From an optimization exercise on the open Yosys and OpenROAD flow, aimed at small area, a short achievable clock period and few clock cycles; shortcuts taken in it are not production practice. Only simulation tests tie the RTL to the original design; equivalence was not proved.

### flow/design.v
package mslcg_pkg;
	localparam int unsigned STATE_W    = 31;
	localparam int unsigned DIM_W      = 7;
	localparam int unsigned PATHS_W    = 16;
	localparam int unsigned CMD_W      = 2;
	localparam int unsigned JUMP_W     = PATHS_W + DIM_W;
	localparam int unsigned CFG_IDX_W  = 8;
	localparam int unsigned CFG_DATA_W = 31;
	localparam int unsigned CNT_W      = $clog2(STATE_W + 1);
	localparam int unsigned MAX_DIM_DEF = 64;
	localparam logic [STATE_W-1:0] LCG_MOD      = 31'h7FFF_FFFF;
	localparam logic [STATE_W-1:0] LCG_MUL      = 31'd16807;
	localparam int unsigned        LCG_MUL_BITS = 15;
	localparam logic [STATE_W-1:0] LCG_MUL_ALIGNED = LCG_MUL << (STATE_W - LCG_MUL_BITS);
	localparam logic [CNT_W-1:0]   MUL_CNT_STEP = CNT_W'(LCG_MUL_BITS);
	localparam logic [CNT_W-1:0]   MUL_CNT_FULL = CNT_W'(STATE_W);
	localparam logic [CMD_W-1:0] CMD_DRAW  = 2'd0;
	localparam logic [CMD_W-1:0] CMD_RESET = 2'd1;
	localparam logic [CMD_W-1:0] CMD_SKIP  = 2'd2;
	localparam logic [CFG_IDX_W-1:0] REG_SEED = 8'd0;
	localparam logic [CFG_IDX_W-1:0] REG_DIM  = 8'd1;
	typedef enum logic [2:0] {
		S_IDLE,
		S_STEP,
		S_EMIT,
		S_JCHK,
		S_JMUL,
		S_JSQR
	} state_t;
endpackage
module minimal_standard_lcg_stream #(
	parameter int unsigned MAX_DIM = mslcg_pkg::MAX_DIM_DEF
) (
	input  logic                              clk,
	input  logic                              arst_n,
	input  logic                              cfg_valid,
	output logic                              cfg_ready,
	input  logic [mslcg_pkg::CFG_IDX_W-1:0]   cfg_index,
	input  logic [mslcg_pkg::CFG_DATA_W-1:0]  cfg_data,
	input  logic                              req_valid,
	output logic                              req_ready,
	input  logic [mslcg_pkg::CMD_W-1:0]       req_cmd,
	input  logic [mslcg_pkg::PATHS_W-1:0]     req_skip_paths,
	output logic                              rsp_valid,
	input  logic                              rsp_ready,
	output logic [mslcg_pkg::STATE_W-1:0]     rsp_sample,
	output logic                              rsp_last
);
	localparam int unsigned STATE_W = mslcg_pkg::STATE_W;
	localparam int unsigned DIM_W   = mslcg_pkg::DIM_W;
	localparam int unsigned PATHS_W = mslcg_pkg::PATHS_W;
	function automatic logic [4:0] skip_digit(input logic [4:0] k, input logic [2:0] d);
		case ({k, d})
			{5'd1, 3'd0}: skip_digit = 5'h00;
			{5'd1, 3'd1}: skip_digit = 5'h08;
			{5'd1, 3'd2}: skip_digit = 5'h0f;
			{5'd1, 3'd3}: skip_digit = 5'h0c;
			{5'd1, 3'd4}: skip_digit = 5'h0e;
			{5'd1, 3'd5}: skip_digit = 5'h19;
			{5'd1, 3'd6}: skip_digit = 5'h13;
			{5'd2, 3'd0}: skip_digit = 5'h00;
			{5'd2, 3'd1}: skip_digit = 5'h1f;
			{5'd2, 3'd2}: skip_digit = 5'h0d;
			{5'd2, 3'd3}: skip_digit = 5'h0a;
			{5'd2, 3'd4}: skip_digit = 5'h05;
			{5'd2, 3'd5}: skip_digit = 5'h03;
			{5'd2, 3'd6}: skip_digit = 5'h0a;
			{5'd3, 3'd0}: skip_digit = 5'h03;
			{5'd3, 3'd1}: skip_digit = 5'h0d;
			{5'd3, 3'd2}: skip_digit = 5'h0e;
			{5'd3, 3'd3}: skip_digit = 5'h0a;
			{5'd3, 3'd4}: skip_digit = 5'h02;
			{5'd3, 3'd5}: skip_digit = 5'h11;
			{5'd3, 3'd6}: skip_digit = 5'h1e;
			{5'd4, 3'd0}: skip_digit = 5'h03;
			{5'd4, 3'd1}: skip_digit = 5'h03;
			{5'd4, 3'd2}: skip_digit = 5'h1c;
			{5'd4, 3'd3}: skip_digit = 5'h1a;
			{5'd4, 3'd4}: skip_digit = 5'h0f;
			{5'd4, 3'd5}: skip_digit = 5'h1a;
			{5'd4, 3'd6}: skip_digit = 5'h09;
			{5'd5, 3'd0}: skip_digit = 5'h03;
			{5'd5, 3'd1}: skip_digit = 5'h10;
			{5'd5, 3'd2}: skip_digit = 5'h1b;
			{5'd5, 3'd3}: skip_digit = 5'h01;
			{5'd5, 3'd4}: skip_digit = 5'h0f;
			{5'd5, 3'd5}: skip_digit = 5'h04;
			{5'd5, 3'd6}: skip_digit = 5'h12;
			{5'd6, 3'd0}: skip_digit = 5'h00;
			{5'd6, 3'd1}: skip_digit = 5'h14;
			{5'd6, 3'd2}: skip_digit = 5'h0f;
			{5'd6, 3'd3}: skip_digit = 5'h0c;
			{5'd6, 3'd4}: skip_digit = 5'h04;
			{5'd6, 3'd5}: skip_digit = 5'h12;
			{5'd6, 3'd6}: skip_digit = 5'h08;
			{5'd7, 3'd0}: skip_digit = 5'h00;
			{5'd7, 3'd1}: skip_digit = 5'h11;
			{5'd7, 3'd2}: skip_digit = 5'h0d;
			{5'd7, 3'd3}: skip_digit = 5'h0a;
			{5'd7, 3'd4}: skip_digit = 5'h1b;
			{5'd7, 3'd5}: skip_digit = 5'h0f;
			{5'd7, 3'd6}: skip_digit = 5'h12;
			{5'd8, 3'd0}: skip_digit = 5'h00;
			{5'd8, 3'd1}: skip_digit = 5'h1a;
			{5'd8, 3'd2}: skip_digit = 5'h19;
			{5'd8, 3'd3}: skip_digit = 5'h11;
			{5'd8, 3'd4}: skip_digit = 5'h1e;
			{5'd8, 3'd5}: skip_digit = 5'h04;
			{5'd8, 3'd6}: skip_digit = 5'h03;
			{5'd9, 3'd0}: skip_digit = 5'h03;
			{5'd9, 3'd1}: skip_digit = 5'h1c;
			{5'd9, 3'd2}: skip_digit = 5'h19;
			{5'd9, 3'd3}: skip_digit = 5'h1d;
			{5'd9, 3'd4}: skip_digit = 5'h1e;
			{5'd9, 3'd5}: skip_digit = 5'h1b;
			{5'd9, 3'd6}: skip_digit = 5'h1f;
			{5'd10, 3'd0}: skip_digit = 5'h03;
			{5'd10, 3'd1}: skip_digit = 5'h16;
			{5'd10, 3'd2}: skip_digit = 5'h19;
			{5'd10, 3'd3}: skip_digit = 5'h06;
			{5'd10, 3'd4}: skip_digit = 5'h17;
			{5'd10, 3'd5}: skip_digit = 5'h1c;
			{5'd10, 3'd6}: skip_digit = 5'h09;
			{5'd11, 3'd0}: skip_digit = 5'h00;
			{5'd11, 3'd1}: skip_digit = 5'h0a;
			{5'd11, 3'd2}: skip_digit = 5'h0c;
			{5'd11, 3'd3}: skip_digit = 5'h1d;
			{5'd11, 3'd4}: skip_digit = 5'h18;
			{5'd11, 3'd5}: skip_digit = 5'h13;
			{5'd11, 3'd6}: skip_digit = 5'h15;
			{5'd12, 3'd0}: skip_digit = 5'h00;
			{5'd12, 3'd1}: skip_digit = 5'h04;
			{5'd12, 3'd2}: skip_digit = 5'h0e;
			{5'd12, 3'd3}: skip_digit = 5'h1d;
			{5'd12, 3'd4}: skip_digit = 5'h0e;
			{5'd12, 3'd5}: skip_digit = 5'h00;
			{5'd12, 3'd6}: skip_digit = 5'h03;
			{5'd13, 3'd0}: skip_digit = 5'h03;
			{5'd13, 3'd1}: skip_digit = 5'h05;
			{5'd13, 3'd2}: skip_digit = 5'h0d;
			{5'd13, 3'd3}: skip_digit = 5'h17;
			{5'd13, 3'd4}: skip_digit = 5'h18;
			{5'd13, 3'd5}: skip_digit = 5'h05;
			{5'd13, 3'd6}: skip_digit = 5'h1f;
			{5'd14, 3'd0}: skip_digit = 5'h03;
			{5'd14, 3'd1}: skip_digit = 5'h1e;
			{5'd14, 3'd2}: skip_digit = 5'h1b;
			{5'd14, 3'd3}: skip_digit = 5'h08;
			{5'd14, 3'd4}: skip_digit = 5'h1c;
			{5'd14, 3'd5}: skip_digit = 5'h1d;
			{5'd14, 3'd6}: skip_digit = 5'h09;
			{5'd15, 3'd0}: skip_digit = 5'h00;
			{5'd15, 3'd1}: skip_digit = 5'h1a;
			{5'd15, 3'd2}: skip_digit = 5'h07;
			{5'd15, 3'd3}: skip_digit = 5'h04;
			{5'd15, 3'd4}: skip_digit = 5'h14;
			{5'd15, 3'd5}: skip_digit = 5'h08;
			{5'd15, 3'd6}: skip_digit = 5'h02;
			{5'd16, 3'd0}: skip_digit = 5'h03;
			{5'd16, 3'd1}: skip_digit = 5'h12;
			{5'd16, 3'd2}: skip_digit = 5'h04;
			{5'd16, 3'd3}: skip_digit = 5'h1a;
			{5'd16, 3'd4}: skip_digit = 5'h16;
			{5'd16, 3'd5}: skip_digit = 5'h16;
			{5'd16, 3'd6}: skip_digit = 5'h07;
			{5'd17, 3'd0}: skip_digit = 5'h03;
			{5'd17, 3'd1}: skip_digit = 5'h18;
			{5'd17, 3'd2}: skip_digit = 5'h14;
			{5'd17, 3'd3}: skip_digit = 5'h14;
			{5'd17, 3'd4}: skip_digit = 5'h0a;
			{5'd17, 3'd5}: skip_digit = 5'h03;
			{5'd17, 3'd6}: skip_digit = 5'h0c;
			{5'd18, 3'd0}: skip_digit = 5'h03;
			{5'd18, 3'd1}: skip_digit = 5'h1e;
			{5'd18, 3'd2}: skip_digit = 5'h00;
			{5'd18, 3'd3}: skip_digit = 5'h07;
			{5'd18, 3'd4}: skip_digit = 5'h18;
			{5'd18, 3'd5}: skip_digit = 5'h0d;
			{5'd18, 3'd6}: skip_digit = 5'h14;
			{5'd19, 3'd0}: skip_digit = 5'h00;
			{5'd19, 3'd1}: skip_digit = 5'h12;
			{5'd19, 3'd2}: skip_digit = 5'h08;
			{5'd19, 3'd3}: skip_digit = 5'h07;
			{5'd19, 3'd4}: skip_digit = 5'h0c;
			{5'd19, 3'd5}: skip_digit = 5'h0d;
			{5'd19, 3'd6}: skip_digit = 5'h12;
			{5'd20, 3'd0}: skip_digit = 5'h03;
			{5'd20, 3'd1}: skip_digit = 5'h06;
			{5'd20, 3'd2}: skip_digit = 5'h15;
			{5'd20, 3'd3}: skip_digit = 5'h03;
			{5'd20, 3'd4}: skip_digit = 5'h18;
			{5'd20, 3'd5}: skip_digit = 5'h00;
			{5'd20, 3'd6}: skip_digit = 5'h07;
			{5'd21, 3'd0}: skip_digit = 5'h03;
			{5'd21, 3'd1}: skip_digit = 5'h1d;
			{5'd21, 3'd2}: skip_digit = 5'h09;
			{5'd21, 3'd3}: skip_digit = 5'h0d;
			{5'd21, 3'd4}: skip_digit = 5'h08;
			{5'd21, 3'd5}: skip_digit = 5'h02;
			{5'd21, 3'd6}: skip_digit = 5'h08;
			default: skip_digit = '0;
		endcase
	endfunction
	function automatic logic [2:0] skip_lead(input logic [4:0] k);
		skip_lead[0] = (32'h000899c6 >> k) & 1'b1;
		skip_lead[1] = (32'h00000000 >> k) & 1'b1;
		skip_lead[2] = (32'h00000000 >> k) & 1'b1;
	endfunction
	function automatic logic [4:0] skip_first(input logic [4:0] k);
		skip_first[0] = (32'h003766bc >> k) & 1'b1;
		skip_first[1] = (32'h003fef3c >> k) & 1'b1;
		skip_first[2] = (32'h00001044 >> k) & 1'b1;
		skip_first[3] = (32'h00008906 >> k) & 1'b1;
		skip_first[4] = (32'h000881c4 >> k) & 1'b1;
	endfunction
	function automatic logic [STATE_W-1:0] sanitize(input logic [STATE_W-1:0] s);
		sanitize = (s == '0 || s == mslcg_pkg::LCG_MOD) ? STATE_W'(1) : s;
	endfunction
	function automatic logic [STATE_W-1:0] rotl(input logic [STATE_W-1:0] v, input int unsigned r);
		rotl = (v << r) | (v >> (STATE_W - r));
	endfunction
	function automatic logic [2*STATE_W-1:0] csa(input logic [STATE_W-1:0] a, b, c);
		logic [STATE_W-1:0] cy;
		cy = (a & b) | (a & c) | (b & c);
		csa = {a ^ b ^ c, cy[STATE_W-2:0], cy[STATE_W-1]};
	endfunction
	function automatic logic [STATE_W-1:0] add_eac(input logic [STATE_W-1:0] a, b);
		logic [STATE_W-1:0] g, p, gg, pp, gn, pn, c;
		g = a & b;
		p = a ^ b;
		gg = g;
		pp = p;
		for (int l = 0; (1 << l) < STATE_W; l++) begin
			for (int i = 0; i < STATE_W; i++) begin
				gn[i] = gg[i] | (pp[i] & gg[(i + STATE_W - (1 << l)) % STATE_W]);
				pn[i] = pp[i] & pp[(i + STATE_W - (1 << l)) % STATE_W];
			end
			gg = gn;
			pp = pn;
		end
		for (int i = 0; i < STATE_W; i++) begin
			c[i] = gg[(i + STATE_W - 1) % STATE_W];
		end
		add_eac = p ^ c;
	endfunction
	logic [STATE_W-1:0] x_q, seed_q, acc_q;
	logic [DIM_W-1:0]   n_q;
	logic [5:0]         cnt_q;
	logic               valid_q;
	logic               load_q;
	logic [PATHS_W-1:0] paths_q;
	logic               skip_q;
	logic [5:0]         jacc_q;
	logic [4:0]         kscan_q;
	logic               mul_q;
	logic [4:0]         kidx_q;
	logic [2:0]         step_q;
	logic req_fire, cfg_fire, exec, advance;
	logic [1:0] cmd;
	logic [DIM_W-1:0] n_new;
	logic [STATE_W-1:0] cfg_clean;
	assign req_ready  = !load_q && !skip_q && (!valid_q || (cnt_q == '0 && rsp_ready));
	assign cfg_ready  = !load_q && !skip_q && !valid_q;
	assign rsp_valid  = valid_q;
	assign rsp_sample = x_q;
	assign rsp_last   = (cnt_q == '0);
	assign req_fire = req_valid && req_ready;
	assign cfg_fire = cfg_valid && cfg_ready;
	assign cmd      = req_cmd;
	assign exec     = req_fire;
	assign advance  = valid_q && rsp_ready && cnt_q != '0;
	assign cfg_clean = sanitize(cfg_data);
	always_comb begin
		if (cfg_data[DIM_W-1:0] == '0) begin
			n_new = DIM_W'(1);
		end else if (cfg_data[DIM_W-1:0] > DIM_W'(MAX_DIM)) begin
			n_new = DIM_W'(MAX_DIM);
		end else begin
			n_new = cfg_data[DIM_W-1:0];
		end
	end
	logic skip_go;
	logic [PATHS_W-1:0] sc_p;
	logic [5:0] sc_jacc;
	logic [4:0] sc_k;
	logic [DIM_W-1:0] jsum;
	logic jbit, scan_done, scan_on, mul_last, mul_free, mul_start, scan_adv;
	assign skip_go   = exec && cmd == mslcg_pkg::CMD_SKIP;
	assign sc_p      = skip_go ? req_skip_paths : paths_q;
	assign sc_jacc   = skip_go ? '0 : jacc_q;
	assign sc_k      = skip_go ? '0 : kscan_q;
	assign jsum      = DIM_W'(sc_jacc) + (sc_p[0] ? n_q : '0);
	assign jbit      = jsum[0];
	assign scan_done = (paths_q == '0) && (jacc_q == '0);
	assign scan_on   = skip_go || (skip_q && !scan_done);
	assign mul_last  = mul_q && step_q == 3'd6;
	assign mul_free  = !mul_q || mul_last;
	assign mul_start = skip_q && !scan_done && jbit && mul_free;
	assign scan_adv  = scan_on && (!jbit || mul_free);
	logic [4:0] dig_q, dig_d;
	logic       acc_en_q;
	logic [STATE_W-1:0] o0, o1, o2, o3, o4, o5, sum;
	logic [2*STATE_W-1:0] l1a, l1b, l2, l3;
	always_comb begin
		if (mul_start) begin
			dig_d = skip_first(kscan_q);
		end else if (mul_q && !mul_last) begin
			dig_d = skip_digit(kidx_q, step_q + 3'd1);
		end else begin
			dig_d = 5'h09;
		end
	end
	always_comb begin
		o0 = ~(dig_q[0] ? x_q : '0);
		o1 = dig_q[3] ? rotl(x_q, 3) : '0;
		o2 = (!mul_q ? rotl(x_q, 14) : '0)  | (dig_q[1] ? rotl(x_q, 1) : '0);
		o3 = (!mul_q ? rotl(x_q, 9)  : '0)  | (dig_q[2] ? rotl(x_q, 2) : '0);
		o4 = (!mul_q ? rotl(x_q, 5)  : '0)  | (dig_q[4] ? rotl(x_q, 4) : '0);
		o5 = (!mul_q ? ~rotl(x_q, 7) : '0) | (acc_en_q ? rotl(acc_q, 5) : '0);
		l1a = csa(o0, o1, o2);
		l1b = csa(o3, o4, o5);
		l2  = csa(l1a[2*STATE_W-1:STATE_W], l1a[STATE_W-1:0], l1b[2*STATE_W-1:STATE_W]);
		l3  = csa(l2[2*STATE_W-1:STATE_W], l2[STATE_W-1:0], l1b[STATE_W-1:0]);
		sum = add_eac(l3[2*STATE_W-1:STATE_W], l3[STATE_W-1:0]);
	end
	always_ff @(posedge clk or negedge arst_n) begin
		if (!arst_n) begin
			x_q     <= STATE_W'(1);
			seed_q  <= STATE_W'(1);
			n_q     <= DIM_W'(1);
			valid_q <= 1'b0;
			load_q  <= 1'b0;
			skip_q  <= 1'b0;
			mul_q   <= 1'b0;
			dig_q    <= 5'h09;
			acc_en_q <= 1'b0;
		end else begin
			dig_q    <= dig_d;
			acc_en_q <= mul_q && !mul_last;
			if (cfg_fire && cfg_index == mslcg_pkg::REG_SEED) begin
				seed_q <= cfg_clean;
			end
			load_q <= cfg_fire && cfg_index == mslcg_pkg::REG_SEED;
			if (load_q) begin
				x_q <= seed_q;
			end else if (cfg_fire && cfg_index == mslcg_pkg::REG_DIM) begin
				n_q <= n_new;
				x_q <= seed_q;
			end else if (exec && cmd == mslcg_pkg::CMD_RESET) begin
				x_q <= seed_q;
			end else if (advance || (exec && cmd == mslcg_pkg::CMD_DRAW) || mul_last || (skip_go && jbit)) begin
				x_q <= sum;
			end
			if (exec) begin
				valid_q <= (cmd == mslcg_pkg::CMD_DRAW);
			end else if (rsp_ready && cnt_q == '0) begin
				valid_q <= 1'b0;
			end
			if (skip_go) begin
				skip_q <= 1'b1;
			end else if (scan_done && mul_free) begin
				skip_q <= 1'b0;
			end
			if (mul_start) begin
				mul_q <= 1'b1;
			end else if (mul_last) begin
				mul_q <= 1'b0;
			end
		end
	end
	always_ff @(posedge clk) begin
		acc_q <= sum;
		if (exec && cmd == mslcg_pkg::CMD_DRAW) begin
			cnt_q <= 6'(n_q - DIM_W'(1));
		end else if (advance) begin
			cnt_q <= cnt_q - 6'd1;
		end
		if (scan_adv) begin
			paths_q <= sc_p >> 1;
		end
		if (scan_adv) begin
			jacc_q  <= jsum[DIM_W-1:1];
			kscan_q <= sc_k + 5'd1;
		end
		if (mul_start) begin
			kidx_q <= kscan_q;
			step_q <= skip_lead(kscan_q);
		end else if (mul_q) begin
			step_q <= step_q + 3'd1;
		end
	end
endmodule
### flow/flow/run.sh
#!/bin/bash
# The standard layout (standard.sh: the standard flow's synthesis and ORFS from floorplan to finish), with
# one change: the port buffers that global placement inserts are buf_1 cells instead of the
# cell buffer_ports picks by itself (clkdlybuf4s50_1, a delay cell of 10 um2).
set -e
export BUFFER_PORTS_ARGS="-buffer_cell sky130_fd_sc_hd__buf_1"
bash standard.sh > standard.log 2>&1
### flow/standard.sh
#!/bin/bash
# synth_recipe.tcl (not shown) runs the flow's synth.tcl, then flattens the netlist and writes it again
# the make line also repeats each setting of config.mk as NAME=value (left out here)
make -C /OpenROAD-flow-scripts/flow DESIGN_CONFIG=/design/flow/config.mk WORK_HOME=/design/flow/orfs CLKGATE_MAP_FILE= SYNTH_SCRIPT=/design/flow/synth_recipe.tcl "${@:-finish}"
### flow/config.mk
export PLATFORM = sky130hd
export DESIGN_NAME = minimal_standard_lcg_stream
export DESIGN_NICKNAME = minimal_standard_lcg_stream
export VERILOG_FILES = /design/flow/design.v
export SDC_FILE = /design/flow/constraint.sdc
export NUM_CORES = 4
export LEC_CHECK = 0
export CAP_MARGIN = 20
export CORE_MARGIN = 2
export CORE_UTILIZATION = 55
export CTS_BUF_LIST = sky130_fd_sc_hd__clkbuf_4 sky130_fd_sc_hd__clkbuf_8
export SETUP_SLACK_MARGIN = 3.25
export SLEW_MARGIN = 20
export TNS_END_PERCENT = 10
### flow/constraint.sdc
create_clock -name core_clock -period 8.0 [get_ports {clk}]
set_input_delay 1.6000 -clock core_clock [delete_from_list [all_inputs] [get_ports {clk}]]
set_output_delay 1.6000 -clock core_clock [all_outputs]
set_load 0.01 [all_outputs]
==> results of run 1 <==
==> kinds of logic (layout without fill, tap and decap cells) <==
logic type	after synthesis	after routing	share of synthesized area
simple gates	630	631	0.200
flops	150	150	0.262
xor+xnor	43	43	0.0259
compound gates	438	438	0.202
fa+ha+maj	181	181	0.220
buf+inv	230	303	0.0629
mux	35	35	0.0266
==> state kept, by name (all words and copies together) (netlist names), 3 cells and up <==
name and flops:
step_q 3, seed_q 31, acc_q 31, jacc_q 6
n_q 7, kidx_q 5, dig_q 5, cnt_q 6
kscan_q 5, x_q 31, paths_q 15
==> worst max-delay path: stages, from the launching register on <==
cell	delay, ps
dfrtp_4	560
buf_8	190
nand2b_1	200
a21boi_2	210
fa_2	430
fa_1	530
inv_1	70
fa_2	570
ha_4	240
a21oi_1	330
o21ai_1	250
nand3_1	210
a21oi_2	110
a211oi_2	370
xnor2_2	190
a221o_1	350
==> per-layer routing <==
layer	routed length, µm	share of wire	track usage
met3	6470	0.12	0.110
met1	21900	0.42	0.531
met5	0	0	0
met2	22600	0.43	0.537
met4	1630	0.031	0.124
==> what timing repair did <==
action	in CTS	in global routing
setup buffers	10	27
pin swaps	14	41
gates resized for setup	216	149
gates cloned	0	1
setup endpoints to repair	62	74
==> synthesized netlist by cell type (all sizes together), types with 6 or more instances <==
library cell  number
a31oi             21
edfxtp            40
inv              124
buf               35
o211ai            10
nand2            301
o31ai             11
o21ai            116
a22o              30
a21boi            29
nor2b             19
mux2              16
and3               6
nor3              27
nand4             26
a211oi            13
and2              42
nor4              12
nand2b            43
mux2i             18
nor2             108
clkbuf            71
nand3             18
a21oi            104
a22oi              6
a21o               8
dfrtp             74
a311oi             6
ha                56
xnor2             37
dfxtp             31
a221o             33
xor2               6
fa               125
==> final cells by class <==
type | count | area [µm²] | share of cell area
clock buffers | 18 | 248 | 0.0145
clock inverters | 14 | 136 | 0.00798
inverters | 124 | 465 | 0.0272
multi-input cells | 1328 | 11200 | 0.655
flip-flops and latches | 150 | 3840 | 0.225
well taps | 335 | 419 | 0.0245
repair buffers | 147 | 783 | 0.0458
==> final timing paths <==
check | to | slack (ps) | start | cells after the start
worst max-delay path | x_q[21] | 3090 | mul_q | 15
worst min-delay path | seed_q[0] | 510 | seed_q[0] | 1
worst max register to register | x_q[21] | 3090 | mul_q | 15
worst min register to register | seed_q[0] | 510 | seed_q[0] | 1
max in group asynchronous | dig_q[1] | 5720 | arst_n | 2
min in group asynchronous | x_q[16] | 950 | arst_n | 1
==> stage by stage <==
step                      instances
final                          2116
after global placement         2046
after global routing           2116
after detailed placement       2046
after CTS                      2088
after floorplan                1707
==> impl_metrics.tcl, run 1 <==
set metrics [dict create \
    arrival_ps 5270 \
    drcViolationCount 0 \
    syn_area_per_cell_um2 8.51 \
    vias 13800 \
    ys_top_cells_by_area "fa_1 17%, dfrtp_1 13%, edfxtp_1 8.3%, nand2_1 7.8%, ha_1 4.8%" \
    area_growth_pct 17.6 \
    first_global_vias 13500 \
    clock_tree.buffer_depth 2 \
    max_slew.worst_pin.slew_ps 1040 \
    cts_tree "built" \
    setup_viol 0 \
    clkTransAtPathRegs_ps 100 \
    grt_max_degree 75 \
    die_h_um 167 \
    drv_slew 0 \
    synth_cell_types 87 \
    std_cell_rows 59 \
    drt_pass1_iterations 5 \
    critPathLaunchType "flop" \
    cts_made_buffers 17 \
    dr.first_iter.drc_count 1429 \
    grt_pass1_wl_mm 79.2 \
    synthesis.nets 1950 \
    hold_buffers 0 \
    place_ws_ps 2180 \
    placed_cell_area_um2 15000 \
    status "no timing/DRC/antenna violations" \
    ys.flop_type "dfrtp_1" \
    avgRoutedWirePerCell_um 24.8 \
    worstPathRequired_ps 8360 \
    worstPathMaxFanout 20 \
    dp_hpwl_mm 39.4 \
    io_pins 97 \
    core_um2 26000 \
    final_common_cell "nand2_1" \
    synth.top_cell.area_share 0.172 \
    fillers 2196 \
    rsz0062_at_grt "yes" \
    synth_edf_count 40 \
    num_antenna_cells 0 \
    drive_gt1_frac 0.199 \
    crit_type "reg2reg" \
    hp-class "reg2reg" \
    slew_headroom 0.309 \
    yosys.area.top_type "fa_1" \
    routed_wirelength_mm 52.6 \
    finalHoldViolations 0 \
    gr-total-overflow 0 \
    die_area_um2 27700 \
    place_congestion 1.08 \
    synth_cells 1707 \
    ys_seq_area_frac 0.262 \
    ys.warnings.count 1 \
    fin_crit_sh 0.614 \
    initial_utilization 0.559 \
    period_minus_slack_ps 4910 \
    clkSinkCount 150 \
    ant_nets 0 \
    grt_usage 0.370 \
    timing.final.ws_setup_ps 3090 \
    antenna_found_initial 0 \
    fin_area_um2 17100 \
    fin_hold_ws_ps 515 \
    finClkSkew_ps 17.6 \
    synth_area_um2 14500 \
    finish.utilization 0.658 \
    ys_seq_elements 150 \
    fin_tns_setup_ps 0 \
    cts-root-buf "clkbuf_8" \
    final_cell_mix "286 x nand2_1, 123 x inv_1, 118 x fa_1" \
    fin_nets 2011 \
    h-tree-depth 4 \
    vias_per_cell 6.54 \
    max_cap_viol_count 0 \
    clk_latency_ps 470 \
    io_buffers 96 \
    die_w_um 167 \
    synthArstFlopShare 0.527 \
    fmax_ghz 0.204 \
    critPathCaptureType "flop" \
]
Testbench counts, summed over its fixed seeds: cycles 9,787.
==> run 2, diff against run 1 <==
--- a/flow/config.mk
+++ b/flow/config.mk
@@ -9,6 +9,5 @@
 export CORE_MARGIN = 2
 export CORE_UTILIZATION = 55
 export CTS_BUF_LIST = sky130_fd_sc_hd__clkbuf_4 sky130_fd_sc_hd__clkbuf_8
-export SETUP_SLACK_MARGIN = 3.25
+export SETUP_SLACK_MARGIN = 2.75
 export SLEW_MARGIN = 20
-export TNS_END_PERCENT = 10
==> run 2 against run 1 <==
Against the previous run: still clean; count of clock-buffer cells in the layout is 1 lower; via count is 1.7% lower; worst hold slack worse by 4.8 ps; die area stayed put; wire length is 2.9% lower; clock skew is 0.86 ps higher; worst setup slack worse by 320 ps; sequential cell count stayed put; synthesized cell count stayed put; core utilization is 5.3 points lower; critical endpoint is now x_q[30].
==> impl_metrics.tcl, run 2 <==
set metrics [dict create \
    r2r_slack_ps 2760 \
    worstPathMaxFanout 9 \
    vias 13600 \
    cts_made_buffers 17 \
    routed_wirelength_mm 51.0 \
    synth_xor_area_frac 0.0259 \
    first_global_vias 13200 \
    synth-compound-area-share 0.202 \
    max_slew.worst_pin.slew_ps 1010 \
    yosys.area.top_type "fa_1" \
    ys_seq_area_frac 0.262 \
    io_buffers 96 \
    critPathSlowestCell "dfrtp_1" \
    fin_nets 1974 \
    critPathCaptureType "flop" \
    rsz0062_at_grt "no" \
    ant_nets 0 \
    crit_top_cell "fa_1" \
    fin_crit_sh 0.655 \
    place_congestion 1.11 \
    syn_area_per_cell_um2 8.51 \
    fin_area_um2 15700 \
    slew_headroom 0.324 \
    cts-root-buf "clkbuf_8" \
    ys.flop_type "dfrtp_1" \
    crit_type "reg2reg" \
    synth_area_um2 14500 \
    dr.first_iter.drc_count 1990 \
    h-tree-depth 4 \
    finClkSkew_ps 18.4 \
    period_minus_slack_ps 5240 \
    gr-total-overflow 0 \
    arrival_ps 5640 \
    clkSinkCount 150 \
    status "no timing/DRC/antenna violations" \
    synth_cell_types 87 \
    worstPathRequired_ps 8400 \
    io_pins 97 \
    final_cell_mix "300 x nand2_1, 125 x fa_1, 123 x inv_1" \
    final_common_cell "nand2_1" \
    clkTransAtPathRegs_ps 100 \
    drive_gt1_frac 0.0883 \
    synth.top_cell.area_share 0.172 \
    critPathLaunchType "flop" \
    holdPathEnd "n_q[6]" \
    core_um2 26000 \
    initial_utilization 0.559 \
    area_growth_pct 8.15 \
    top_regs "acc_q x31, seed_q x31, x_q x31" \
    finalHoldViolations 0 \
    timing.rr.end "x_q[30]" \
    synth-simple-area-share 0.200 \
    clock_tree.buffer_depth 2 \
    synth_top_family_by_area "adder cells" \
    die_area_um2 27700 \
    grt_usage 0.369 \
    vias_per_cell 6.54 \
    fin_tns_setup_ps 0 \
    cts_tree "built" \
    max_cap_viol_count 0 \
    drv_slew 0 \
    grt_max_degree 76 \
    synth_cells 1707 \
    slowest_delay_ps 610 \
    m1WireLength_mm 21.6 \
    placed_cell_area_um2 15000 \
    dr_wl_met2_mm 21.5 \
    synth_edf_count 40 \
    synthAdderAreaFrac 0.220 \
    setup_viol 0 \
    drt_pass1_iterations 6 \
    synthArstFlopShare 0.527 \
    avgRoutedWirePerCell_um 24.5 \
    path_buf_inv 1 \
    crit_path_start "x_q[18]" \
    route.met3.wl_mm 6.15 \
    dp.cells 2045 \
    crit_chain "nor2b_1 -> a21oi_1 -> fa_1 -> fa_1 -> inv_1 -> fa_1 -> ha_1 -> nand2_1 -> o21ai_0 -> a22oi_1 -> o21ai_1 -> a31oi_1 -> xnor2_1 -> a221o_1" \
    yosysMostFrequentCell "nand2_1" \
    num_antenna_cells 0 \
    synth_common_cells "300 x nand2_1, 125 x fa_1, 123 x inv_1" \
    finalNonFillerCells 2079 \
    antenna_found_initial 0 \
    dp_hpwl_mm 39.8 \
    reg2regPathDepth 14 \
    clk_latency_ps 470 \
    die_w_um 167 \
    ys_top_cells_by_area "fa_1 17%, dfrtp_1 13%, edfxtp_1 8.3%, nand2_1 7.8%, ha_1 4.8%" \
    ys.warnings.count 1 \
    synth_mux_area_frac 0.0266 \
    crit_family "adder cells" \
    drcViolationCount 0 \
    std_cell_rows 59 \
    synthesis.nets 1950 \
    fmax_ghz 0.191 \
    ys_seq_elements 150 \
    hold_path_startpoint "n_q[6]" \
    hp-class "reg2reg" \
    rr_startpoint "x_q[18]" \
    whs_path_depth 1 \
    grt_pass1_wl_mm 78.8 \
    top_layer_used "met4" \
    die_h_um 167 \
]
[run 2: area by class of cell]
class	instances	area [µm²]
clock buffer	17	234
fill	2333	10300
multi-input combinational	1327	10100
timing repair buffer	111	489
tap	335	419
clock inverter	15	208
inverter	124	465
sequential	150	3810
[run 2: cell families (layout without fill, tap and decap cells)]
family	after synthesis	after routing
AOI/OAI and AO/OA	438	438
muxes	35	35
buffers and inverters	230	267
adders and majority gates	181	181
DFF	150	150
xor gates and xnor gates	43	43
and+or+nand+nor	630	630
[run 2: through the flow]
stage               hold slack [ps]   util  setup WS (ps)
floorplan                       424      -           3120
global placement                488  0.577           2190
detailed placement              488  0.577           2260
CTS                             512  0.597           2740
global route                    526  0.605           2750
finish                          510  0.605           2760
[run 2: timing repair]
item	in CTS	in global routing
endpoints found under the setup margin	44	49
pin swaps	1	2
setup buffers	1	1
resized for setup	28	72
gates cloned	0	0
hold endpoints to repair	0	0
hold buffers	0	0
[run 2: routing by layer]
layer,global-route usage,vias up
li1,-,5958
met1,0.553,6604
met2,0.533,897
met3,0.0777,138
met4,0.127,0
met5,0,-
[run 2: how the worst max path moves through the flow]
stage                 to  cells after the start
3_3_place_gp     x_q[11]                     15
6_report         x_q[30]                     14
4_1_cts          x_q[13]                     15
3_5_place_dp     x_q[11]                     15
5_1_grt           x_q[5]                     15
2_1_floorplan  jacc_q[0]                      8
==> run 3, diff against run 2 <==
--- a/flow/config.mk
+++ b/flow/config.mk
@@ -9,5 +9,5 @@
 export CORE_MARGIN = 2
 export CORE_UTILIZATION = 55
 export CTS_BUF_LIST = sky130_fd_sc_hd__clkbuf_4 sky130_fd_sc_hd__clkbuf_8
-export SETUP_SLACK_MARGIN = 2.75
+export SETUP_SLACK_MARGIN = 3.0
 export SLEW_MARGIN = 20
==> run 3 against run 2 <==
Against the previous run: via count grew 0.87%; core utilization grew 2.4 points; fmax grew 4.0%; worst setup slack gained 200 ps; register-to-register slack gained 200 ps; count of clock-buffer cells in the layout is the same; die area is the same; still clean on timing, DRC and antenna; synthesized cell count is the same.
==> impl_metrics.tcl, run 3 <==
set metrics [dict create \
    crit_chain "nand2b_1 -> a21boi_0 -> fa_1 -> fa_1 -> inv_1 -> fa_1 -> ha_2 -> a21oi_2 -> o21ai_2 -> a21oi_1 -> o31ai_2 -> a31oi_1 -> xnor2_2 -> a221o_1" \
    synth_common_cells "300 x nand2_1, 125 x fa_1, 123 x inv_1" \
    synth_area_um2 14500 \
    io_buffers 96 \
    crit_top_cell "fa_1" \
    ys_top_cells_by_area "fa_1 17%, dfrtp_1 13%, edfxtp_1 8.3%, nand2_1 7.8%, ha_1 4.8%" \
    cts_made_buffers 17 \
    fin_hold_ws_ps 510 \
    synth_cells 1707 \
    finalHoldViolations 0 \
    drv_slew 0 \
    io_pins 97 \
    cts_tree "built" \
    synth_cell_types 87 \
    final_cell_mix "297 x nand2_1, 125 x fa_1, 123 x inv_1" \
    hp-class "reg2reg" \
    r2r_slack_ps 2970 \
    grt_usage 0.371 \
    die_area_um2 27700 \
    h-tree-depth 4 \
    ys.warnings.count 1 \
    ys_seq_elements 150 \
    arrival_ps 5380 \
    rr_startpoint "x_q[5]" \
    period_minus_slack_ps 5030 \
    core_um2 26000 \
    worstPathRequired_ps 8340 \
    dr.first_iter.drc_count 1840 \
    place_ws_ps 2260 \
    synth_edf_count 40 \
    synthArstFlopShare 0.527 \
    fin_tns_setup_ps 0 \
    routed_wirelength_mm 52.0 \
    ys.flop_type "dfrtp_1" \
    slew_headroom 0.323 \
    setup_viol 0 \
    slowest_delay_ps 700 \
    reg2regPathDepth 14 \
    die_h_um 167 \
    fin_nets 1990 \
    syn_area_per_cell_um2 8.51 \
    vias 13700 \
    synth.top_cell.area_share 0.172 \
    critPathCaptureType "flop" \
    drt_pass1_iterations 6 \
    avgRoutedWirePerCell_um 24.8 \
    first_global_vias 13200 \
    ys_seq_area_frac 0.262 \
    grt_pass1_wl_mm 79.2 \
    crit_path_start "x_q[5]" \
    max_cap_viol_count 0 \
    status "no timing/DRC/antenna violations" \
    critPathSlowestCell "dfrtp_1" \
    gr-total-overflow 0 \
    timing.final.ws_setup_ps 2970 \
    initial_utilization 0.559 \
    critPathLaunchType "flop" \
    clock_tree.buffer_depth 2 \
    drcViolationCount 0 \
    yosys.area.top_type "fa_1" \
    clkSinkCount 150 \
    worstPathMaxFanout 9 \
    cp-endpoint "x_q[11]" \
    std_cell_rows 59 \
    dp.cells 2045 \
    finClkSkew_ps 17.9 \
    drive_gt1_frac 0.141 \
    timing.rr.end "x_q[11]" \
    fin_crit_sh 0.629 \
    area_growth_pct 12.5 \
    top_regs "acc_q x31, seed_q x31, x_q x31" \
    grt_max_degree 76 \
    clk_latency_ps 460 \
    num_antenna_cells 0 \
    dp_hpwl_mm 39.8 \
    yosysMostFrequentCell "nand2_1" \
    die_w_um 167 \
    vias_per_cell 6.55 \
    ant_nets 0 \
    fmax_ghz 0.199 \
    clkTransAtPathRegs_ps 100 \
    final_common_cell "nand2_1" \
    rsz0062_at_grt "yes" \
    crit_type "reg2reg" \
    antenna_found_initial 0 \
    synthesis.nets 1950 \
    place_congestion 1.11 \
    finalNonFillerCells 2095 \
    cts-root-buf "clkbuf_8" \
    max_slew.worst_pin.slew_ps 1020 \
]
-- run 3: cell counts after synthesis --
Identical to the previous run, type by type.
-- run 3: timing repair --
item | CTS | global route
resized for setup | 89 | 134
pin swaps | 3 | 10
cloned | 0 | 1
setup buffers | 3 | 14
setup endpoints to repair | 62 | 48
hold buffers | 0 | 0
-- run 3: critical path: cells and delay by family (launching register included) --
kind	cells	cell delay [ps]
adders and majority gates	4	1880
AOI/OAI and AO/OA	7	1820
DFF	1	700
and+or+nand+nor	1	250
xor gates and xnor gates	1	190
buffers and inverters	1	50
-- run 3: area by class of cell --
type                            instances  area, µm²
Sequential cell                       150       3820
Tap cell                              335        419
Clock buffer                           17        234
Fill cell                            2278       9640
Timing Repair Buffer                  127        631
Inverter                              124        465
Multi-Input combinational cell       1327      10600
Clock inverter                         15        208
-- run 3: logic make-up after synthesis --
family                     count (synthesis)  share of synthesized area
and+or+nand+nor                          630                      0.200
muxes                                     35                     0.0266
DFF                                      150                      0.262
xor gates and xnor gates                  43                     0.0259
buffers and inverters                    230                     0.0629
adders and majority gates                181                      0.220
AOI/OAI and AO/OA                        438                      0.202
-- run 3: worst min path at each step --
stage               start         end  slack [ps]  cells after the start
6_report           n_q[6]      n_q[6]         510                      1
5_1_grt        seed_q[25]  seed_q[25]         530                      1
4_1_cts            n_q[6]      n_q[6]         510                      1
3_5_place_dp       n_q[6]      n_q[6]         490                      1
3_3_place_gp       n_q[6]      n_q[6]         490                      1
2_1_floorplan  kscan_q[3]   kidx_q[3]         420                      0
-- run 3: metrics by stage --
stage	instance area, µm²	utilization
6_report	16300	0.629
4_1_cts	15700	0.604
5_1_grt	16300	0.629
3_3_place_gp	15000	0.577
3_5_place_dp	15000	0.577
2_1_floorplan	14500	-
-- run 3: routing by layer --
layer / up-vias / routed length [µm] / GRT usage
li1: 5990 / - / -
met1: 6764 / 21900 / 0.553
met2: 819 / 22000 / 0.539
met3: 142 / 6080 / 0.0758
met4: 0 / 1910 / 0.127
met5: - / 0 / 0
==> run 4, diff against run 3 <==
--- a/flow/config.mk
+++ b/flow/config.mk
@@ -7,7 +7,8 @@
 export LEC_CHECK = 0
 export CAP_MARGIN = 20
 export CORE_MARGIN = 2
-export CORE_UTILIZATION = 55
+export CORE_UTILIZATION = 45
 export CTS_BUF_LIST = sky130_fd_sc_hd__clkbuf_4 sky130_fd_sc_hd__clkbuf_8
+export PLACE_DENSITY = 0.75
 export SETUP_SLACK_MARGIN = 3.0
 export SLEW_MARGIN = 20
==> run 4 against run 3 <==
Against the previous run: non-clock buffer count down 3; final cell count up 3.1%; die area up 22%; synthesized cell count unchanged; fmax about the same; critical path type unchanged; largest cell class unchanged.
==> impl_metrics.tcl, run 4 <==
set metrics [dict create \
    worstPathMaxFanout 15 \
    drive_gt1_frac 0.157 \
    synth_common_cells "300 x nand2_1, 125 x fa_1, 123 x inv_1" \
    grt_max_degree 80 \
    fmax_ghz 0.199 \
    period_minus_slack_ps 5040 \
    synth_cell_types 87 \
    critPathSlowestCell "fa_1" \
    std_cell_rows 65 \
    fin_hold_ws_ps 510 \
    worstPathRequired_ps 8340 \
    finalHoldViolations 0 \
    final_cell_mix "294 x nand2_1, 124 x fa_1, 123 x inv_1" \
    ant_nets 0 \
    cts_tree "built" \
    crit_type "reg2reg" \
    io_buffers 96 \
    drv_slew 0 \
    hold_path_startpoint "n_q[0]" \
    ys.flop_type "dfrtp_1" \
    finClkSkew_ps 17.7 \
    timing.rr.end "x_q[8]" \
    grt_use_met3 0.0816 \
    h-tree-depth 4 \
    antenna_found_initial 0 \
    io_pins 97 \
    gr-total-overflow 0 \
    avgRoutedWirePerCell_um 24.6 \
    slew_headroom 0.365 \
    routed_wirelength_mm 53.1 \
    synth.top_cell.area_share 0.172 \
    die_area_um2 33700 \
    syn_area_per_cell_um2 8.51 \
    ys_seq_area_frac 0.262 \
    critPathCaptureType "flop" \
    core_um2 31600 \
    synth_xor_area_frac 0.0259 \
    hold_buffers 0 \
    fin_tns_setup_ps 0 \
    synth-simple-area-share 0.200 \
    fillers 2857 \
    arrival_ps 5380 \
    reg2regPathDepth 15 \
    synthArstFlopShare 0.527 \
    synth_mux_area_frac 0.0266 \
    met1_usage 0.428 \
    status "no timing/DRC/antenna violations" \
    rr_startpoint "mul_q" \
    initial_utilization 0.459 \
    ys_top_cells_by_area "fa_1 17%, dfrtp_1 13%, edfxtp_1 8.3%, nand2_1 7.8%, ha_1 4.8%" \
    max_cap_viol_count 0 \
    synthesis.nets 1950 \
    r2r_slack_ps 2960 \
    cts_made_buffers 17 \
    synth_cells 1707 \
    clk_latency_ps 460 \
    yosys.area.top_type "fa_1" \
    fin_crit_sh 0.630 \
    grt_usage 0.309 \
    fin_nets 1988 \
    synthAdderAreaFrac 0.220 \
    clkTransAtPathRegs_ps 90 \
    first_global_vias 13500 \
    crit_top_cell "fa_1" \
    cts-root-buf "clkbuf_8" \
    dr.first_iter.drc_count 1833 \
    ys.warnings.count 1 \
    place_congestion 1.13 \
    use_met2 0.466 \
    drcViolationCount 0 \
    critPathLaunchType "flop" \
    crit_chain "clkbuf_16 -> nand2b_1 -> a21boi_2 -> fa_1 -> fa_1 -> inv_1 -> fa_1 -> ha_4 -> a21oi_1 -> o21ai_2 -> a21oi_1 -> o21ai_1 -> a31oi_2 -> xnor2_1 -> a221o_1" \
    max_slew.worst_pin.slew_ps 952 \
    clkSinkCount 150 \
    synth_area_um2 14500 \
    slowest_delay_ps 560 \
    crit_family "adder cells" \
    vias_per_cell 6.44 \
    die_w_um 184 \
    synth_edf_count 40 \
    rsz0062_at_grt "yes" \
    yosysMostFrequentCell "nand2_1" \
    path_buf_inv 2 \
    grt_pass1_wl_mm 79.3 \
    synth-compound-area-share 0.202 \
    holdPathEnd "n_q[0]" \
    vias 13900 \
    drt_pass1_iterations 6 \
    area_growth_pct 14.5 \
    dp_hpwl_mm 40.4 \
    hp-class "reg2reg" \
    top_usage_layer "met2" \
    synth_top_family_by_area "adder cells" \
    num_antenna_cells 0 \
    final_common_cell "nand2_1" \
    crit_path_start "mul_q" \
    whs_path_depth 2 \
    die_h_um 184 \
    setup_viol 0 \
    top_regs "acc_q x31, seed_q x31, x_q x31" \
    clock_tree.buffer_depth 2 \
    ys_seq_elements 150 \
]
-- run 4: cell counts after synthesis --
Identical to the previous run, type by type.
-- run 4: through the flow --
stage | utilization | instance area [µm²] | instances | setup slack (ps)
2_1_floorplan | - | 14500 | 1707 | 3120
3_3_place_gp | 0.475 | 15000 | 2108 | 2030
5_1_grt | 0.526 | 16600 | 2160 | 2940
6_report | 0.526 | 16600 | 2160 | 2960
3_5_place_dp | 0.475 | 15000 | 2108 | 2280
4_1_cts | 0.500 | 15800 | 2144 | 2940
-- run 4: per-layer routing --
metal / share of wire / up-vias / wire length [µm]
li1: - / 5997 / -
met1: 0.40 / 6767 / 21200
met2: 0.44 / 963 / 23100
met3: 0.12 / 181 / 6570
met4: 0.041 / 0 / 2180
met5: 0 / - / 0
-- run 4: worst max-delay path by stage --
| stage | endpoint | cells after the start |
|---|---|---|
| 2_1_floorplan | jacc_q[0] | 8 |
| 3_3_place_gp | x_q[0] | 11 |
| 3_5_place_dp | x_q[21] | 15 |
| 4_1_cts | x_q[11] | 15 |
| 5_1_grt | x_q[29] | 16 |
| 6_report | x_q[8] | 15 |
-- run 4: final cells by class --
class                   instances  area [µm²]  area share
inverters                     124         465      0.0280
repair buffers                124         646      0.0388
flip-flops and latches        150        3830       0.230
clock inverters                12         138     0.00828
clock buffers                  20         275      0.0166
multi-input cells            1328       10800       0.648
well taps                     402         503      0.0302
-- run 4: logic make-up after synthesis --
| logic type | after synthesis |
|---|---|
| AND/OR/NAND/NOR | 630 |
| AO/OA/AOI/OAI | 438 |
| buffers and inverters | 230 |
| adder cells (fa/ha/maj) | 181 |
| flip-flops | 150 |
| XOR/XNOR | 43 |
| multiplexers | 35 |
-- run 4: tightest hold or removal path, cell delays in order, from the launching register on --
cell and delay (ps):
dfstp_2 400, nand2_1 60, o31ai_1 60
-- run 4: what timing repair did --
action                                  CTS  global route
pin swaps                                 4            16
resized for setup                       110           153
gates cloned                              0             4
buffers inserted                          4            12
endpoints found under the setup margin   61            47
==> run 5, diff against run 4 <==
--- a/flow/config.mk
+++ b/flow/config.mk
@@ -9,6 +9,6 @@
 export CORE_MARGIN = 2
 export CORE_UTILIZATION = 45
 export CTS_BUF_LIST = sky130_fd_sc_hd__clkbuf_4 sky130_fd_sc_hd__clkbuf_8
-export PLACE_DENSITY = 0.75
+export PLACE_DENSITY = 0.45
 export SETUP_SLACK_MARGIN = 3.0
 export SLEW_MARGIN = 20
==> run 5 against run 4 <==
Against the previous run: synthesized area unchanged; wire length increased by 1.9%; highest routed layer unchanged.
==> impl_metrics.tcl, run 5 <==
set metrics [dict create \
    status "no timing/DRC/antenna violations" \
    hp-class "reg2reg" \
    synth.top_cell.area_share 0.172 \
    clock_tree.buffer_depth 2 \
    setup_viol 0 \
    drcViolationCount 0 \
    period_minus_slack_ps 4980 \
    vias 13400 \
    hold_path_startpoint "seed_q[9]" \
    fin_nets 1986 \
    dp_hpwl_mm 41.5 \
    top_layer_used "met4" \
    synthesis.nets 1950 \
    drive_gt1_frac 0.155 \
    syn_area_per_cell_um2 8.51 \
    slew_headroom 0.296 \
    final_cell_mix "292 x nand2_1, 125 x fa_1, 123 x inv_1" \
    rr_startpoint "x_q[9]" \
    top_regs "acc_q x31, seed_q x31, x_q x31" \
    rsz0062_at_grt "yes" \
    grt_pass1_wl_mm 81.7 \
    max_cap_viol_count 0 \
    max_slew.worst_pin.slew_ps 1060 \
    ys_seq_elements 150 \
    die_area_um2 33700 \
    vias_per_cell 6.20 \
    finalNonFillerCells 2158 \
    routed_wirelength_mm 54.1 \
    critPathLaunchType "flop" \
    die_h_um 184 \
    critPathCaptureType "flop" \
    cts_tree "built" \
    ys_seq_area_frac 0.262 \
    reg2regPathDepth 14 \
    io_buffers 96 \
    grt_max_degree 80 \
    dr.first_iter.drc_count 1251 \
    dr_wl_met2_mm 23.0 \
    area_growth_pct 14.1 \
    arrival_ps 5340 \
    antenna_found_initial 0 \
    crit_type "reg2reg" \
    final_common_cell "nand2_1" \
    finClkSkew_ps 28.4 \
    ys.flop_type "dfrtp_1" \
    finalHoldViolations 0 \
    ant_nets 0 \
    place_congestion 1.09 \
    synth_area_um2 14500 \
    avgRoutedWirePerCell_um 25.1 \
    hold_buffers 0 \
    clk_latency_ps 490 \
    cts-root-buf "clkbuf_8" \
    synth_cell_types 87 \
    first_global_vias 13100 \
    cts_made_buffers 17 \
    h-tree-depth 4 \
    fmax_ghz 0.201 \
    route.met3.wl_mm 5.37 \
    die_w_um 184 \
    std_cell_rows 65 \
    worstPathRequired_ps 8350 \
    dp.cells 2114 \
    timing.rr.end "x_q[21]" \
    synth_cells 1707 \
    initial_utilization 0.459 \
    whs_path_depth 1 \
    num_antenna_cells 0 \
    synth_edf_count 40 \
    holdPathEnd "seed_q[9]" \
    clkSinkCount 150 \
    fillers 3100 \
    m1WireLength_mm 24.2 \
    synthArstFlopShare 0.527 \
    drv_slew 0 \
    synth_common_cells "300 x nand2_1, 125 x fa_1, 123 x inv_1" \
    io_pins 97 \
    fin_tns_setup_ps 0 \
    ys.warnings.count 1 \
    ys_top_cells_by_area "fa_1 17%, dfrtp_1 13%, edfxtp_1 8.3%, nand2_1 7.8%, ha_1 4.8%" \
    drt_pass1_iterations 8 \
    r2r_slack_ps 3020 \
    worstPathMaxFanout 9 \
    yosysMostFrequentCell "nand2_1" \
    gr-total-overflow 0 \
    crit_path_start "x_q[9]" \
    fin_crit_sh 0.623 \
    clkTransAtPathRegs_ps 90 \
    yosys.area.top_type "fa_1" \
    core_um2 31600 \
    grt_usage 0.325 \
]
-- run 5: cell count changes in the layout (fill, tap and decap cells not counted), moves of 5 or more --
cell and delta:
a31oi_2 -5, a21oi_4 -5, a21boi_0 -7, ha_4 -5, a21oi_2 +8, a21boi_2 +5
-- run 5: worst max path at each step --
stage                     end  slack, ps  cells past startpoint
floorplan           jacc_q[0]       3120                      8
global placement      x_q[21]       2240                     15
detailed placement    x_q[17]       2290                     15
CTS                   x_q[11]       2900                     15
global route          x_q[13]       2950                     16
finish                x_q[21]       3020                     14
-- run 5: cells by family (layout without fill, tap and decap cells) --
| group | after synthesis | after routing | share of synthesized area |
|---|---|---|---|
| and+or+nand+nor | 630 | 630 | 0.200 |
| xor gates and xnor gates | 43 | 43 | 0.0259 |
| AOI/OAI and AO/OA | 438 | 438 | 0.202 |
| DFF | 150 | 150 | 0.262 |
| buffers and inverters | 230 | 279 | 0.0629 |
| adders and majority gates | 181 | 181 | 0.220 |
| muxes | 35 | 35 | 0.0266 |
-- run 5: per-stage QoR --
stage	instance area [µm²]	setup WS (ps)	utilization	hold slack [ps]
floorplan	14500	3120	-	424
global placement	15100	2240	0.477	486
finish	16600	3020	0.524	511
detailed placement	15100	2290	0.477	492
CTS	15800	2900	0.499	513
global route	16600	2950	0.524	533
-- run 5: final cells by class --
| type | instances | area [µm²] | area share |
|---|---|---|---|
| multi-input combinational | 1327 | 10700 | 0.647 |
| sequential | 150 | 3830 | 0.231 |
| timing repair buffer | 123 | 601 | 0.0362 |
| tap | 402 | 503 | 0.0303 |
| inverter | 124 | 465 | 0.0281 |
| clock buffer | 18 | 241 | 0.0146 |
| clock inverter | 14 | 221 | 0.0134 |
-- run 5: metal layers --
| layer | global-route usage | vias to the layer above |
|---|---|---|
| met5 | 0 | - |
| met4 | 0.105 | 0 |
| met3 | 0.0860 | 99 |
| met2 | 0.467 | 639 |
| met1 | 0.474 | 6639 |
| li1 | - | 5998 |
-- run 5: worst max-delay path, cell delays in order, from the launching register on --
cell      delay (ps)
dfrtp_1          720
nand2b_1         210
a21boi_2         230
fa_1             520
fa_1             500
inv_1             50
fa_1             470
ha_2             470
nand2_1          220
o21ai_2          270
a21oi_1          140
o21ai_2          310
a211oi_2         140
xnor2_1          240
a221o_1          360
-- run 5: timing repair --
action | CTS | global route
resized for setup | 104 | 164
gates cloned | 0 | 1
setup endpoints to repair | 62 | 54
setup buffers | 1 | 10
pin swaps | 3 | 17
==> run 6, diff against run 5 <==
--- a/flow/config.mk
+++ b/flow/config.mk
@@ -9,6 +9,5 @@
 export CORE_MARGIN = 2
 export CORE_UTILIZATION = 45
 export CTS_BUF_LIST = sky130_fd_sc_hd__clkbuf_4 sky130_fd_sc_hd__clkbuf_8
-export PLACE_DENSITY = 0.45
-export SETUP_SLACK_MARGIN = 3.0
+export SETUP_SLACK_MARGIN = 2.75
 export SLEW_MARGIN = 20
==> run 6 against run 5 <==
Against the previous run: global-route usage fell by 0.49 points; non-clock buffer count decreased by 7; first-iteration DRC count is 25% higher; sequential cell count did not move; critical path depth unchanged; synthesized cell count stayed put; count of clock-buffer cells in the layout unchanged; wire length down 2.2%; final cell count is 0.28% lower; critical endpoint is now x_q[5].
==> impl_metrics.tcl, run 6 <==
set metrics [dict create \
    cts_tree "built" \
    critPathCaptureType "flop" \
    vias 13500 \
    clkSinkCount 150 \
    rsz0062_at_grt "yes" \
    grt_pass1_wl_mm 81.0 \
    gr-total-overflow 0 \
    die_h_um 184 \
    clkTransAtPathRegs_ps 90 \
    slew_headroom 0.265 \
    top_regs "acc_q x31, seed_q x31, x_q x31" \
    syn_area_per_cell_um2 8.51 \
    io_pins 97 \
    synth_xor_area_frac 0.0259 \
    antenna_found_initial 0 \
    synth_edf_count 40 \
    max_slew.worst_pin.slew_ps 1100 \
    synth-compound-area-share 0.202 \
    synthAdderAreaFrac 0.220 \
    yosysMostFrequentCell "nand2_1" \
    status "no timing/DRC/antenna violations" \
    synth_common_cells "300 x nand2_1, 125 x fa_1, 123 x inv_1" \
    synth_top_family_by_area "adder cells" \
    period_minus_slack_ps 5270 \
    critPathLaunchType "flop" \
    grt_max_degree 80 \
    synthesis.nets 1950 \
    avgRoutedWirePerCell_um 24.6 \
    ys_top_cells_by_area "fa_1 17%, dfrtp_1 13%, edfxtp_1 8.3%, nand2_1 7.8%, ha_1 4.8%" \
    crit_type "reg2reg" \
    initial_utilization 0.459 \
    dp_hpwl_mm 41.4 \
    placed_cell_area_um2 15100 \
    synth_mux_area_frac 0.0266 \
    finClkSkew_ps 19.4 \
    fillers 3097 \
    arrival_ps 5630 \
    die_w_um 184 \
    dr.first_iter.drc_count 1568 \
    max_cap_viol_count 0 \
    synth_cell_types 87 \
    final_cell_mix "299 x nand2_1, 125 x fa_1, 123 x inv_1" \
    worstPathMaxFanout 9 \
    ys_seq_area_frac 0.262 \
    fin_tns_setup_ps 0 \
    die_area_um2 33700 \
    fin_crit_sh 0.659 \
    ant_nets 0 \
    ys_seq_elements 150 \
    io_buffers 96 \
    routed_wirelength_mm 52.9 \
    synth.top_cell.area_share 0.172 \
    hp-class "reg2reg" \
    place_congestion 1.07 \
    synth_area_um2 14500 \
    drcViolationCount 0 \
    vias_per_cell 6.25 \
    setup_viol 0 \
    ys.flop_type "dfrtp_1" \
    finish.utilization 0.501 \
    synthArstFlopShare 0.527 \
    worstPathRequired_ps 8360 \
    cts_made_buffers 17 \
    std_cell_rows 65 \
    synth_cells 1707 \
    ys.warnings.count 1 \
    fin_area_um2 15900 \
    final_common_cell "nand2_1" \
    h-tree-depth 4 \
    core_um2 31600 \
    fin_nets 1979 \
    drt_pass1_iterations 8 \
    yosys.area.top_type "fa_1" \
    first_global_vias 13100 \
    drv_slew 0 \
    cts-root-buf "clkbuf_8" \
    grt_usage 0.320 \
    hold_buffers 0 \
    area_growth_pct 9.15 \
    clock_tree.buffer_depth 2 \
    synth-simple-area-share 0.200 \
    drive_gt1_frac 0.0961 \
    fmax_ghz 0.190 \
    finalHoldViolations 0 \
    clk_latency_ps 480 \
]
-- run 6: cell counts after synthesis --
Identical to the previous run, type by type.
-- run 6: layer usage --
layer	track usage	vias up	wire length, µm
met5	0	-	0
met4	0.103	0	1800
met3	0.0576	113	5030
met2	0.468	784	22500
met1	0.477	6575	23500
li1	-	5980	-
-- run 6: final timing paths --
path | from | end | slack [ps] | depth (start not counted)
max | x_q[24] | x_q[5] | 2730 | 14
min | n_q[6] | n_q[6] | 510 | 1
max reg2reg | x_q[24] | x_q[5] | 2730 | 14
min reg2reg | n_q[6] | n_q[6] | 510 | 1
max in group asynchronous | arst_n | acc_en_q | 6160 | 2
min in group asynchronous | arst_n | x_q[15] | 1280 | 2
-- run 6: cells by family after synthesis --
logic type                 count (synthesis)
xor gates and xnor gates                  43
AOI/OAI and AO/OA                        438
DFF                                      150
adders and majority gates                181
muxes                                     35
and+or+nand+nor                          630
buffers and inverters                    230
-- run 6: final cells by class --
| type | count | area [µm²] | area share |
|---|---|---|---|
| Clock buffer | 18 | 248 | 0.0156 |
| Inverter | 124 | 465 | 0.0294 |
| Multi-Input combinational cell | 1327 | 10100 | 0.639 |
| Timing Repair Buffer | 116 | 531 | 0.0335 |
| Antenna cell | 1 | 2.50 | 0.000158 |
| Sequential cell | 150 | 3820 | 0.241 |
| Tap cell | 402 | 503 | 0.0317 |
| Clock inverter | 14 | 164 | 0.0103 |
-- run 6: what timing repair did --
item                       in CTS  in global routing
buffers inserted                2                  4
setup endpoints to repair      48                 41
cloned                          0                  0
gates resized for setup        34                 83
pin swaps                       1                  4
-- run 6: per-stage QoR --
stage | hold slack [ps] | cells | setup WS (ps)
after detailed placement | 492 | 2113 | 2120
final | 508 | 2152 | 2730
after global placement | 492 | 2113 | 1890
after floorplan | 424 | 1707 | 3120
after CTS | 511 | 2147 | 2720
after global routing | 540 | 2151 | 2630
-- run 6: worst max-delay path, cell delays in order, from the launching register on --
cell and delay (ps):
dfrtp_1 730, nand2b_1 300, a21boi_1 230, fa_1 540, fa_1 510, inv_1 50
fa_1 500, ha_2 460, nand2_1 180, o21ai_0 380, a31oi_2 230, o31ai_2 300
a31oi_1 190, xnor2_1 220, a221o_1 340
==> run 7, diff against run 6 <==
--- a/flow/config.mk
+++ b/flow/config.mk
@@ -9,5 +9,5 @@
 export CORE_MARGIN = 2
 export CORE_UTILIZATION = 45
 export CTS_BUF_LIST = sky130_fd_sc_hd__clkbuf_4 sky130_fd_sc_hd__clkbuf_8
-export SETUP_SLACK_MARGIN = 2.75
+export SETUP_SLACK_MARGIN = 3.0
 export SLEW_MARGIN = 20
==> run 7 against run 6 <==
Against the previous run: count of clock-buffer cells in the layout is the same; clock skew decreased by 4.1 ps; critical path depth unchanged; final cell count is 0.42% higher; synthesized cell count is the same; global-route usage is 0.080 points higher; die area did not move; wire length grew 1.4%; register-to-register slack gained 280 ps; critical path type unchanged; critical endpoint is now x_q[24]; largest cell class unchanged.
==> impl_metrics.tcl, run 7 <==
set metrics [dict create \
    setup_viol 0 \
    final_cell_mix "297 x nand2_1, 125 x fa_1, 123 x inv_1" \
    die_area_um2 33700 \
    vias_per_cell 6.29 \
    io_pins 97 \
    drcViolationCount 0 \
    first_global_vias 13100 \
    drt_pass1_iterations 7 \
    period_minus_slack_ps 4990 \
    crit_type "reg2reg" \
    finish.utilization 0.518 \
    whs_path_depth 1 \
    clk_latency_ps 480 \
    yosys.area.top_type "fa_1" \
    io_buffers 96 \
    synth_common_cells "300 x nand2_1, 125 x fa_1, 123 x inv_1" \
    core_um2 31600 \
    h-tree-depth 4 \
    cts_tree "built" \
    max_slew.worst_pin.slew_ps 1100 \
    synth_cells 1707 \
    std_cell_rows 65 \
    ys_top_cells_by_area "fa_1 17%, dfrtp_1 13%, edfxtp_1 8.3%, nand2_1 7.8%, ha_1 4.8%" \
    ys_seq_elements 150 \
    vias 13600 \
    avgRoutedWirePerCell_um 24.8 \
    hold_path_startpoint "n_q[6]" \
    fin_crit_sh 0.624 \
    place_congestion 1.07 \
    synth_area_um2 14500 \
    dp.cells 2113 \
    hp-class "reg2reg" \
    worstPathRequired_ps 8360 \
    grt_pass1_wl_mm 81.0 \
    critPathLaunchType "flop" \
    clock_tree.buffer_depth 2 \
    r2r_slack_ps 3010 \
    cts-root-buf "clkbuf_8" \
    ys_seq_area_frac 0.262 \
    ant_nets 0 \
    antenna_found_initial 1 \
    finClkSkew_ps 15.4 \
    status "no timing/DRC/antenna violations" \
    clkSinkCount 150 \
    slew_headroom 0.269 \
    final_common_cell "nand2_1" \
    die_h_um 184 \
    syn_area_per_cell_um2 8.51 \
    top_regs "acc_q x31, seed_q x31, x_q x31" \
    fmax_ghz 0.200 \
    holdPathEnd "n_q[6]" \
    drive_gt1_frac 0.146 \
    rsz0062_at_grt "yes" \
    worstPathMaxFanout 9 \
    fillers 3033 \
    initial_utilization 0.459 \
    die_w_um 184 \
    routed_wirelength_mm 53.7 \
    ys.warnings.count 1 \
    ys.flop_type "dfrtp_1" \
    max_cap_viol_count 0 \
    synth.top_cell.area_share 0.172 \
    gr-total-overflow 0 \
    synth_cell_types 87 \
    dr.first_iter.drc_count 1801 \
    drv_slew 0 \
    synthesis.nets 1950 \
    dp_hpwl_mm 41.4 \
]
[run 7: cell counts after synthesis]
Identical to the previous run, type by type.
[run 7: layout make-up]
class | instances | area [µm²] | share of cell area
Antenna cell | 1 | 2.50 | 0.000153
Timing Repair Buffer | 125 | 632 | 0.0386
Tap cell | 402 | 503 | 0.0307
Clock buffer | 18 | 248 | 0.0151
Sequential cell | 150 | 3840 | 0.234
Multi-Input combinational cell | 1327 | 10500 | 0.643
Clock inverter | 14 | 164 | 0.0100
Inverter | 124 | 465 | 0.0284
[run 7: worst max-delay path: stages, from the launching register on]
cell and delay [ps]:
dfrtp_1 740, nand2b_1 190, a21boi_2 220, fa_1 540
fa_1 500, inv_1 50, fa_1 460, ha_2 470
nand2_1 190, nor2_1 290, a21oi_1 140, o21ai_0 340
a21oi_1 130, xnor2_1 240, a221o_1 360
[run 7: how the worst max path moves through the flow]
stage,slack (ps),endpoint,depth (start not counted),start
3_3_place_gp,1890,x_q[28],13,dig_q[1]
5_1_grt,2940,x_q[23],16,mul_q
6_report,3010,x_q[24],14,x_q[15]
4_1_cts,2980,x_q[4],16,mul_q
2_1_floorplan,3120,jacc_q[0],8,req_cmd[0]
3_5_place_dp,2120,x_q[28],15,mul_q
[run 7: cells by family after synthesis]
kind of cell,Yosys count,share of synthesized area
muxes,35,0.0266
buffers and inverters,230,0.0629
adders and majority gates,181,0.220
xor gates and xnor gates,43,0.0259
AOI/OAI and AO/OA,438,0.202
DFF,150,0.262
and+or+nand+nor,630,0.200
[run 7: metrics by stage]
stage	area (µm²)	setup slack (ps)
floorplan	14500	3120
global placement	15100	1890
detailed placement	15100	2120
CTS	15800	2980
global route	16400	2940
finish	16400	3010
[run 7: per-layer routing]
layer,wire [µm],GRT usage,vias up
li1,-,-,5996
met5,0,0,-
met2,23000,0.469,779
met3,5200,0.0557,123
met1,23600,0.479,6703
met4,1770,0.106,0
[run 7: repair_timing]
action                                  4_1_cts  5_1_grt
endpoints found under the hold margin         0        0
setup buffers                                 6        8
pin swaps                                     5        6
cloned                                        0        1
hold buffers                                  0        0
resized for setup                           111      125
endpoints found under the setup margin       61       49

[port drivers added, routing unchanged]
Ports are ideal in the flow. The routed layouts listed here were re-timed in OpenROAD. Step 1: set_driving_cell puts a clkbuf_16 on clk and a buf_2 on each other input, an assumption about the parent block. Step 2 also shifts input and output timing later by t, the mid clock arrival at the registers, as if the neighbouring blocks saw the same clock. Slacks: no drivers / after step 1 / after step 2; pairs: no drivers / after step 1.
run	t, ns	setup WS [ns]	worst setup path at the end	slew at the worst register clock pin (ns)	cell pins on the clock port's net
run 1	0.501	3.087 / 3.087 / 3.087	register to register	0.10 / 0.10	1
run 2	0.502	2.763 / 2.763 / 2.763	register to register	0.10 / 0.10	1
run 3	0.502	2.967 / 2.967 / 2.842	input to register	0.10 / 0.10	1
run 4	0.495	2.964 / 2.964 / 2.790	input to register	0.10 / 0.10	1
run 5	0.523	3.015 / 3.015 / 2.819	input to register	0.10 / 0.10	1
run 6	0.510	2.732 / 2.732 / 2.732	register to register	0.11 / 0.11	1
run 7	0.511	3.009 / 3.009 / 2.825	input to register	0.10 / 0.10	1
After both steps every run listed still meets setup and hold. The setup slack of run 5, which loses most, moves by 0.000 ns with the drivers and by -0.196 ns with both steps.
